This design comes from an exercise in tuning for small area on the open sky130 flow, not from production work.
In this exercise RTL edits were held to simulation tests only and were not proved equivalent to the original.
No activity file was given, so power comes from the tool's default toggle rates.

File: flow/run.sh
#!/bin/bash
# synth_recipe.tcl (not shown) runs the flow's synth.tcl, then flattens the netlist and writes it again
# the make line also repeats each setting of config.mk as NAME=value (left out here)
make -C /OpenROAD-flow-scripts/flow DESIGN_CONFIG=/design/flow/config.mk WORK_HOME=/design/flow/orfs CLKGATE_MAP_FILE= SYNTH_SCRIPT=/design/flow/synth_recipe.tcl finish
File: flow/config.mk
export PLATFORM = sky130hd
export DESIGN_NAME = calc_top
export DESIGN_NICKNAME = calc_top
export VERILOG_FILES = /design/flow/design.v
export SDC_FILE = /design/flow/constraint.sdc
export NUM_CORES = 4
export LEC_CHECK = 0
export CAP_MARGIN = 20
export CORE_MARGIN = 2
export CORE_UTILIZATION = 40
export SLEW_MARGIN = 20
File: flow/constraint.sdc
create_clock -name core_clock -period 10.0 [get_ports {PB1}]
set_input_delay 2.0000 -clock core_clock [delete_from_list [all_inputs] [get_ports {PB1}]]
set_output_delay 2.0000 -clock core_clock [all_outputs]
set_load 0.01 [all_outputs]
File: flow/design.v
package calc_pkg;
	typedef enum logic [2:0] {
		OP_WRITE       = 3'd0,
		OP_READ        = 3'd1,
		OP_READ2       = 3'd2,
		OP_WRITE_READ  = 3'd3,
		OP_WRITE_READ2 = 3'd4,
		OP_LESS        = 3'd5,
		OP_XOR         = 3'd6,
		OP_SHIFT       = 3'd7
	} calc_op_e;
	typedef logic [16-1:0] calc_word_t;
	typedef logic [5-1:0] calc_addr_t;
	typedef union packed {
		logic [16*8-1:0]     flat;
		logic [0:16-1][7:0] chars;
	} lcd_line_u;
endpackage
`timescale 1ns/1ns
module operand_entry (
	input  logic                     PB1,
	input  logic                     reset,
	input  logic                     cmd_load,
	input  logic                     step,
	input  logic                     hold,
	input  logic [4-1:0] nibble,
	output logic [2:0]                 op,
	output calc_pkg::calc_addr_t               rd_addr_a,
	output calc_pkg::calc_addr_t               rd_addr_b,
	output calc_pkg::calc_addr_t               wr_addr,
	output calc_pkg::calc_word_t               entry_data,
	output logic [4-1:0] shift_amt,
	output logic                     wr_en,
	output logic                     show
);
	localparam logic [3:0] ACT_NONE  = 4'd0;
	localparam logic [3:0] ACT_A_HI  = 4'd1;
	localparam logic [3:0] ACT_A_LO  = 4'd2;
	localparam logic [3:0] ACT_B_HI  = 4'd3;
	localparam logic [3:0] ACT_B_LO  = 4'd4;
	localparam logic [3:0] ACT_W_HI  = 4'd5;
	localparam logic [3:0] ACT_W_LO  = 4'd6;
	localparam logic [3:0] ACT_DATA  = 4'd7;
	localparam logic [3:0] ACT_SHAMT = 4'd8;
	localparam logic [3:0] ACT_WRITE = 4'd9;
	localparam logic [3:0] ACT_SHOW  = 4'd10;
	logic [3:0] count;     
	logic       step_q;
	logic       step_evt;
	logic [3:0] act;
	assign step_evt = step & ~step_q & ~hold & ~cmd_load;
	always_comb begin
		act = ACT_NONE;
		case (op)
			calc_pkg::OP_WRITE: begin
				case (count)
					4'd1:                   act = ACT_W_HI;
					4'd2:                   act = ACT_W_LO;
					4'd3, 4'd4, 4'd5, 4'd6: act = ACT_DATA;
					4'd7:                   act = ACT_WRITE;
					4'd8:                   act = ACT_SHOW;
					default:                act = ACT_NONE;
				endcase
			end
			calc_pkg::OP_READ: begin
				case (count)
					4'd1:    act = ACT_A_HI;
					4'd2:    act = ACT_A_LO;
					4'd3:    act = ACT_SHOW;
					default: act = ACT_NONE;
				endcase
			end
			calc_pkg::OP_READ2: begin
				case (count)
					4'd1:    act = ACT_A_HI;
					4'd2:    act = ACT_A_LO;
					4'd3:    act = ACT_B_HI;
					4'd4:    act = ACT_B_LO;
					4'd5:    act = ACT_SHOW;
					default: act = ACT_NONE;
				endcase
			end
			calc_pkg::OP_WRITE_READ: begin
				case (count)
					4'd1:                   act = ACT_A_HI;
					4'd2:                   act = ACT_A_LO;
					4'd3:                   act = ACT_W_HI;
					4'd4:                   act = ACT_W_LO;
					4'd5, 4'd6, 4'd7, 4'd8: act = ACT_DATA;
					4'd9:                   act = ACT_WRITE;
					4'd10:                  act = ACT_SHOW;
					default:                act = ACT_NONE;
				endcase
			end
			calc_pkg::OP_WRITE_READ2: begin
				case (count)
					4'd1:                    act = ACT_A_HI;
					4'd2:                    act = ACT_A_LO;
					4'd3:                    act = ACT_B_HI;
					4'd4:                    act = ACT_B_LO;
					4'd5:                    act = ACT_W_HI;
					4'd6:                    act = ACT_W_LO;
					4'd7, 4'd8, 4'd9, 4'd10: act = ACT_DATA;
					4'd11:                   act = ACT_WRITE;
					4'd12:                   act = ACT_SHOW;
					default:                 act = ACT_NONE;
				endcase
			end
			calc_pkg::OP_LESS, calc_pkg::OP_XOR: begin
				case (count)
					4'd1:    act = ACT_A_HI;
					4'd2:    act = ACT_A_LO;
					4'd3:    act = ACT_B_HI;
					4'd4:    act = ACT_B_LO;
					4'd5:    act = ACT_W_HI;
					4'd6:    act = ACT_W_LO;
					4'd7:    act = ACT_WRITE;
					4'd8:    act = ACT_SHOW;
					default: act = ACT_NONE;
				endcase
			end
			calc_pkg::OP_SHIFT: begin
				case (count)
					4'd1:    act = ACT_A_HI;
					4'd2:    act = ACT_A_LO;
					4'd3:    act = ACT_W_HI;
					4'd4:    act = ACT_W_LO;
					4'd5:    act = ACT_SHAMT;
					4'd6:    act = ACT_WRITE;
					4'd7:    act = ACT_SHOW;
					default: act = ACT_NONE;
				endcase
			end
			default: act = ACT_NONE;
		endcase
	end
	always_ff @(posedge PB1) begin
		if (reset) begin
			op     <= calc_pkg::OP_WRITE;
			count  <= '0;
			step_q <= 1'b0;
			wr_en  <= 1'b0;
			show   <= 1'b0;
		end else begin
			step_q <= step;
			wr_en  <= step_evt && (act == ACT_WRITE);
			show   <= step_evt && (act == ACT_SHOW);
			if (cmd_load) begin
				op    <= nibble[2:0];
				count <= '0;
			end else if (hold) begin
				count <= '0;  
			end else if (step_evt) begin
				count <= (act == ACT_SHOW) ? 4'd0 : count + 4'd1;
			end
		end
	end
	always_ff @(posedge PB1) begin
		if (step_evt) begin
			case (act)
				ACT_A_HI:  rd_addr_a[5-1:1] <= nibble;
				ACT_A_LO:  rd_addr_a[0] <= nibble[0];
				ACT_B_HI:  rd_addr_b[5-1:1] <= nibble;
				ACT_B_LO:  rd_addr_b[0] <= nibble[0];
				ACT_W_HI:  wr_addr[5-1:1] <= nibble;
				ACT_W_LO:  wr_addr[0] <= nibble[0];
				ACT_DATA:  entry_data <= {entry_data[16-4-1:0], nibble};
				ACT_SHAMT: shift_amt <= nibble;
				default:   ;
			endcase
		end
	end
endmodule
`timescale 1ns/1ns
module calc_datapath (
	input  logic                     PB1,
	input  logic                     reset,
	input  logic [2:0]                 op,
	input  calc_pkg::calc_addr_t               rd_addr_a,
	input  calc_pkg::calc_addr_t               rd_addr_b,
	input  calc_pkg::calc_addr_t               wr_addr,
	input  calc_pkg::calc_word_t               entry_data,
	input  logic [4-1:0] shift_amt,
	input  logic                     wr_en,
	output calc_pkg::calc_word_t               word_a,
	output calc_pkg::calc_word_t               word_b,
	output calc_pkg::calc_word_t               result
);
	calc_pkg::calc_word_t regs [0:32-1];
	logic       a_less_b;
	calc_pkg::calc_word_t xor_word;
	calc_pkg::calc_word_t shift_word;
	calc_pkg::calc_word_t wr_word;
	assign word_a = regs[rd_addr_a];
	assign word_b = regs[rd_addr_b];
	assign a_less_b   = $signed(word_a) < $signed(word_b);
	assign xor_word   = word_a ^ word_b;
	assign shift_word = word_a >> shift_amt;     
	always_comb begin
		case (op)
			calc_pkg::OP_LESS:  wr_word = calc_pkg::calc_word_t'(a_less_b);
			calc_pkg::OP_XOR:   wr_word = xor_word;
			calc_pkg::OP_SHIFT: wr_word = shift_word;
			default:  wr_word = entry_data;      
		endcase
	end
	always_ff @(posedge PB1) begin
		if (reset) begin
			for (int i = 0; i < 32; i++) begin
				regs[i] <= '0;
			end
			result <= '0;
		end else if (wr_en) begin
			regs[wr_addr] <= wr_word;
			result        <= wr_word;
		end
	end
endmodule
`timescale 1ns/1ns
module line_formatter (
	input  logic       PB1,
	input  logic       reset,
	input  logic [2:0]   op,
	input  logic       show,
	input  calc_pkg::calc_addr_t rd_addr_a,
	input  calc_pkg::calc_addr_t wr_addr,
	input  calc_pkg::calc_word_t word_a,
	input  calc_pkg::calc_word_t word_b,
	input  calc_pkg::calc_word_t result,
	output logic [16*8-1:0] line_top,
	output logic [16*8-1:0] line_bottom,
	output logic       line_valid
);
	localparam int         LINE_W     = 16*8;
	localparam logic [7:0] CHAR_ZERO  = 8'h30;
	localparam logic [7:0] CHAR_ONE   = 8'h31;
	localparam logic [7:0] CHAR_SPACE = 8'h20;
	logic [LINE_W-1:0] next_top;
	logic [LINE_W-1:0] next_bottom;
	function automatic logic [LINE_W-1:0] addr_line(input logic [5-1:0] addr);
		logic [LINE_W-1:0] l;
		l = {16{CHAR_SPACE}};
		for (int i = 0; i < 5; i++) begin
			l[LINE_W-1-8*i -: 8] = addr[5-1-i] ? CHAR_ONE : CHAR_ZERO;
		end
		addr_line = l;
	endfunction
	function automatic logic [LINE_W-1:0] word_line(input logic [16-1:0] word);
		logic [LINE_W-1:0] l;
		for (int i = 0; i < 16; i++) begin
			l[LINE_W-1-8*i -: 8] = word[16-1-i] ? CHAR_ONE : CHAR_ZERO;
		end
		word_line = l;
	endfunction
	always_comb begin
		case (op)
			calc_pkg::OP_READ, calc_pkg::OP_WRITE_READ: begin
				next_top    = addr_line(rd_addr_a);
				next_bottom = word_line(word_a);
			end
			calc_pkg::OP_READ2, calc_pkg::OP_WRITE_READ2: begin
				next_top    = word_line(word_a);
				next_bottom = word_line(word_b);
			end
			default: begin  
				next_top    = addr_line(wr_addr);
				next_bottom = word_line(result);
			end
		endcase
	end
	always_ff @(posedge PB1) begin
		if (reset) begin
			line_top    <= {16{CHAR_SPACE}};
			line_bottom <= {16{CHAR_SPACE}};
			line_valid       <= 1'b0;
		end else begin
			line_valid <= show;
			if (show) begin
				line_top    <= next_top;
				line_bottom <= next_bottom;
			end
		end
	end
endmodule
`timescale 1ns/1ns
module calc_top (
	input  logic                        PB1,
	input  logic                        reset,
	input  logic                        cmd_load,
	input  logic                        step,
	input  logic                        hold,
	input  logic [4-1:0]    nibble,
	output logic [16*8-1:0] line_top,
	output logic [16*8-1:0] line_bottom,
	output logic                        line_valid
);
	logic [2:0]                  op;
	calc_pkg::calc_addr_t                rd_addr_a;
	calc_pkg::calc_addr_t                rd_addr_b;
	calc_pkg::calc_addr_t                wr_addr;
	calc_pkg::calc_word_t                entry_data;
	logic [4-1:0] shift_amt;
	logic                      wr_en;
	logic                      show;
	calc_pkg::calc_word_t                word_a;
	calc_pkg::calc_word_t                word_b;
	calc_pkg::calc_word_t                result;
	logic [16*8-1:0] top_u;
	logic [16*8-1:0] bottom_u;
	operand_entry u_operand_entry (
		.PB1        (PB1),
		.reset      (reset),
		.cmd_load   (cmd_load),
		.step       (step),
		.hold       (hold),
		.nibble     (nibble),
		.op         (op),
		.rd_addr_a  (rd_addr_a),
		.rd_addr_b  (rd_addr_b),
		.wr_addr    (wr_addr),
		.entry_data (entry_data),
		.shift_amt  (shift_amt),
		.wr_en      (wr_en),
		.show       (show)
	);
	calc_datapath u_calc_datapath (
		.PB1        (PB1),
		.reset      (reset),
		.op         (op),
		.rd_addr_a  (rd_addr_a),
		.rd_addr_b  (rd_addr_b),
		.wr_addr    (wr_addr),
		.entry_data (entry_data),
		.shift_amt  (shift_amt),
		.wr_en      (wr_en),
		.word_a     (word_a),
		.word_b     (word_b),
		.result     (result)
	);
	line_formatter u_line_formatter (
		.PB1         (PB1),
		.reset       (reset),
		.op          (op),
		.show        (show),
		.rd_addr_a   (rd_addr_a),
		.wr_addr     (wr_addr),
		.word_a      (word_a),
		.word_b      (word_b),
		.result      (result),
		.line_top    (top_u),
		.line_bottom (bottom_u),
		.line_valid  (line_valid)
	);
	assign line_top    = top_u;
	assign line_bottom = bottom_u;
endmodule
==> flow_metrics.tcl <==
set metrics [dict create \
    drt_iter0_markers 3380 \
    p_sw_w 0.00139 \
    slew_headroom_pct 22.6 \
    start_util_pct 40.4 \
    max_stage_delay_ns 0.94 \
    ant_nets 0 \
    yosysMostFrequentCell "nor2_1" \
    antenna_found_initial 6 \
    cts_resized 0 \
    cts-htree-levels 3 \
    worst_hold_slack_ns 0.447 \
    clockPowerShare_pct 42.3 \
    timing.final.ws_setup_ns 3.54 \
    p_int_w 0.00436 \
    cp_cell_sequence "buf_4 -> and2_2 -> buf_4 -> a22o_1 -> nor3_1 -> a31oi_1 -> nand2_1 -> ha_1 -> a21o_1 -> a2111oi_0 -> a21oi_1 -> o21ai_0 -> a31oi_1 -> a2bb2oi_1 -> o21ai_0 -> o31ai_4 -> nor2_1" \
    post-route-drc-count 0 \
    synth.distinct_cells 85 \
    synth-seq-cells 623 \
    startpoint_type "flip-flop" \
    hold_path_depth 0 \
    p_total_w 0.00575 \
    grt_max_degree 129 \
    clock_path_buffers 3 \
    power_frac_comb_pct 6.6 \
    globalRouteMet3Util_pct 6.80 \
    setup_viol 0 \
    via_count 24100 \
    core.rowCount 107 \
    switching_share_pct 24.2 \
    first_global_vias 23700 \
    place_ws_ns 3.82 \
    coreArea_um2 85100 \
    port_buffers 73 \
    critPathKind "flip-flop to flip-flop" \
    rsz0062_at_grt "false" \
    synthTopCellsByArea "edfxtp_1, mux4_2, nor2_1" \
    cp_data_required_time_ns 10.34 \
    grt_overflow 0 \
    clkLatencyLatePin_ns 0.63 \
    fp.dieH_um 297 \
    cts_inserted_buffers 70 \
    max_cap_viol_count 0 \
    crit_slowest_cell "edfxtp_1" \
    grt_busiest_layer "met2" \
    hp-class "flip-flop to flip-flop" \
    rr_worst_depth 17 \
    grtUsageMet1_pct 34.7 \
    async_flop_share_pct 0 \
    hold_viol 0 \
    yosys_warnings 3 \
    cts_setup_buffers 0 \
    ys_seq_area_share_pct 52.2 \
    syn_area_per_cell_um2 12.3 \
    cp.arrival_ns 6.80 \
    drt_first_pass_iters 8 \
    slew_viol_final 0 \
    fin_crit_sh_pct 64.6 \
    vias_per_cell 6.07 \
    layout_min_cycle_time_ns 6.46 \
    wirelength_um 122000 \
    path_clk_slew_ns 0.06 \
    yosysTopAreaCell "edfxtp_1" \
    pin_count 266 \
    grt_util_met2_pct 42.4 \
    grt_pass1_wl_um 173000 \
    power.density_nw_per_um2 153 \
    grtUsageTotal_pct 27.0 \
    critPathMaxFanout 26 \
    drive_gt1_share_pct 17.1 \
    dieArea_um2 88300 \
    tightest_slew_ns 1.16 \
    cts_hold_buf 0 \
    dp_hpwl_um 80200 \
    gp_congestion 1.00 \
    synthTopCellsByCount "nor2_1, edfxtp_1, buf_4" \
    clock-sinks 623 \
    synthCells 2791 \
    wire_per_inst_um 30.6 \
    syn_area_um2 34400 \
    die_x_um 297 \
    seq_power_share_pct 51.1 \
    leakagePower_nw 13.6 \
    root_buffer "clkbuf_16" \
    cts_tree "yes" \
    synth-main-ff-cell "edfxtp_1" \
    finClkSkew_ns 0.0286 \
    ir_drop_mv 0.104 \
    worstSetupEndpointType "flip-flop" \
    yosysTopAreaCellShare_pct 47.8 \
    area_growth_pct 9.23 \
    synth-edff-count 547 \
    status "complete, no violations" \
    fin_tns_setup_ns 0 \
    fmax_mhz 155 \
    nNetsFinal 2815 \
]
## final timing paths
| kind | start | endpoint | slack, ns |
|---|---|---|---|
| max | u_operand_entry.rd_addr_a[2] | u_calc_datapath.regs[9][0] | 3.54 |
| min | u_operand_entry.entry_data[1] | u_operand_entry.entry_data[5] | 0.45 |
| max reg2reg | u_operand_entry.rd_addr_a[2] | u_calc_datapath.regs[9][0] | 3.54 |
| min reg2reg | u_operand_entry.entry_data[1] | u_operand_entry.entry_data[5] | 0.45 |
## placed cells by master, fill, tap and decap left out, types with 8 or more instances in the layout
| cell | Yosys | final |
|---|---|---|
| a22oi_1 | 66 | 66 |
| conb_1 | 2 | 192 |
| nand2b_1 | 67 | 57 |
| buf_4 | 233 | 98 |
| clkdlybuf4s50_1 | 0 | 72 |
| inv_1 | 18 | 18 |
| dfxtp_1 | 76 | 76 |
| ha_1 | 25 | 25 |
| edfxtp_1 | 547 | 547 |
| a22o_1 | 11 | 11 |
| nor2_1 | 592 | 589 |
| a31oi_1 | 11 | 11 |
| clkinv_2 | 0 | 9 |
| mux4_2 | 185 | 185 |
| mux2_2 | 8 | 8 |
| mux4_1 | 14 | 14 |
| nor2_2 | 30 | 32 |
| o211ai_1 | 8 | 8 |
| o22ai_1 | 33 | 31 |
| clkbuf_16 | 0 | 70 |
| and3_1 | 12 | 12 |
| clkbuf_1 | 105 | 15 |
| mux2i_1 | 198 | 198 |
| a221oi_1 | 18 | 18 |
| a211oi_1 | 8 | 8 |
| nor3_1 | 44 | 43 |
| nand2_1 | 107 | 107 |
| o21ai_0 | 23 | 23 |
| clkinv_1 | 1 | 17 |
| nand2b_2 | 0 | 10 |
| nor2b_1 | 11 | 10 |
| nand4_1 | 11 | 11 |
| a21oi_1 | 56 | 53 |
| nand3_1 | 22 | 22 |
## routing by layer
metal / wire length [um] / share of wire [%] / vias to the layer above
li1: - / - / 9936
met1: 45500 / 37 / 12300
met2: 56300 / 46 / 1597
met3: 13000 / 11 / 305
met4: 6800 / 5.6 / 2
met5: 12 / 0.0099 / -
## layout make-up
| class | count | area, um^2 |
|---|---|---|
| clock buffers | 86 | 1820 |
| flip-flops and latches | 623 | 17900 |
| multi-input cells | 1889 | 14400 |
| fillers | 7790 | 47600 |
| diodes | 1 | 2.50 |
| well taps | 1144 | 1430 |
| clock inverters | 36 | 262 |
| repair buffers | 176 | 1560 |
| inverters | 21 | 78.8 |
## flip-flops by register name, summed over array words and instances (netlist names), named ones only
name,cells
u_operand_entry.wr_addr,5
u_operand_entry.count,4
u_operand_entry.op,3
u_operand_entry.rd_addr_a,5
u_operand_entry.wr_en,1
u_operand_entry.show,1
u_operand_entry.shift_amt,4
u_calc_datapath.regs,512
u_calc_datapath.result,16
u_operand_entry.rd_addr_b,5
u_line_formatter.line_top,17
u_operand_entry.step_q,1
u_line_formatter.line_valid,1
u_operand_entry.entry_data,16
u_line_formatter.line_bottom,17
## logic make-up after synthesis
family                     count (synthesis)  share of synthesized area [%]
AOI/OAI and AO/OA                        317                           6.73
and+or+nand+nor                          933                           11.8
buffers and inverters                    469                           8.42
adders and majority gates                 25                          0.910
xor gates and xnor gates                   5                          0.127
muxes                                    417                           19.7
DFF                                      623                           52.2
other                                      2                         0.0219
## worst max-delay path, delay by kind of cell, from the launching register on
family	cells	cell delay [ns]
compound gates	10	2.80
buf+inv	2	0.92
simple gates	4	1.04
fa+ha+maj	1	0.42
flops	1	0.94
## power by group through the flow
stage	registers [W]	logic (W)	clock network, W
after floorplan	0.00297	0.000286	0
after global placement	0.00299	0.000366	0
after detailed placement	0.00299	0.000366	0
after CTS	0.00294	0.000368	0.00244
after global routing	0.00295	0.000392	0.00253
final	0.00294	0.000380	0.00243
## per-stage QoR
step                      cells  instance area, um^2  util (%)
after floorplan            2981                35100         -
after detailed placement   3851                35400      41.6
final                      3976                37500      44.1
after global placement     3851                35400      41.6
after CTS                  3973                37500      44.0
after global routing       3975                37500      44.1

==> separate check: timing with driven ports <==
Ports are ideal in the flow. The routed layout listed here was re-timed in OpenROAD. Step 1, drivers: a clkbuf_16 drives PB1 and a buf_2 each remaining input, both assumed. Step 2, shift: input delay + t, output delay - t, t = (earliest + latest rising clock arrival at the registers) / 2. This alone moves slack from input paths to output paths. a / b / c = ideal ports / drivers / drivers and shift; a / b = the first two.
t (ns): 0.690
setup slack, ns: 3.543 / 3.543 / 3.543
hold slack, ns: 0.447 / 0.447 / 0.447
worst register clock-pin slew, ns: 0.07 / 0.07
After both steps setup and hold are still met in this run. For this run, drivers alone change the setup slack by 0.000 ns; drivers and shift together by 0.000 ns.
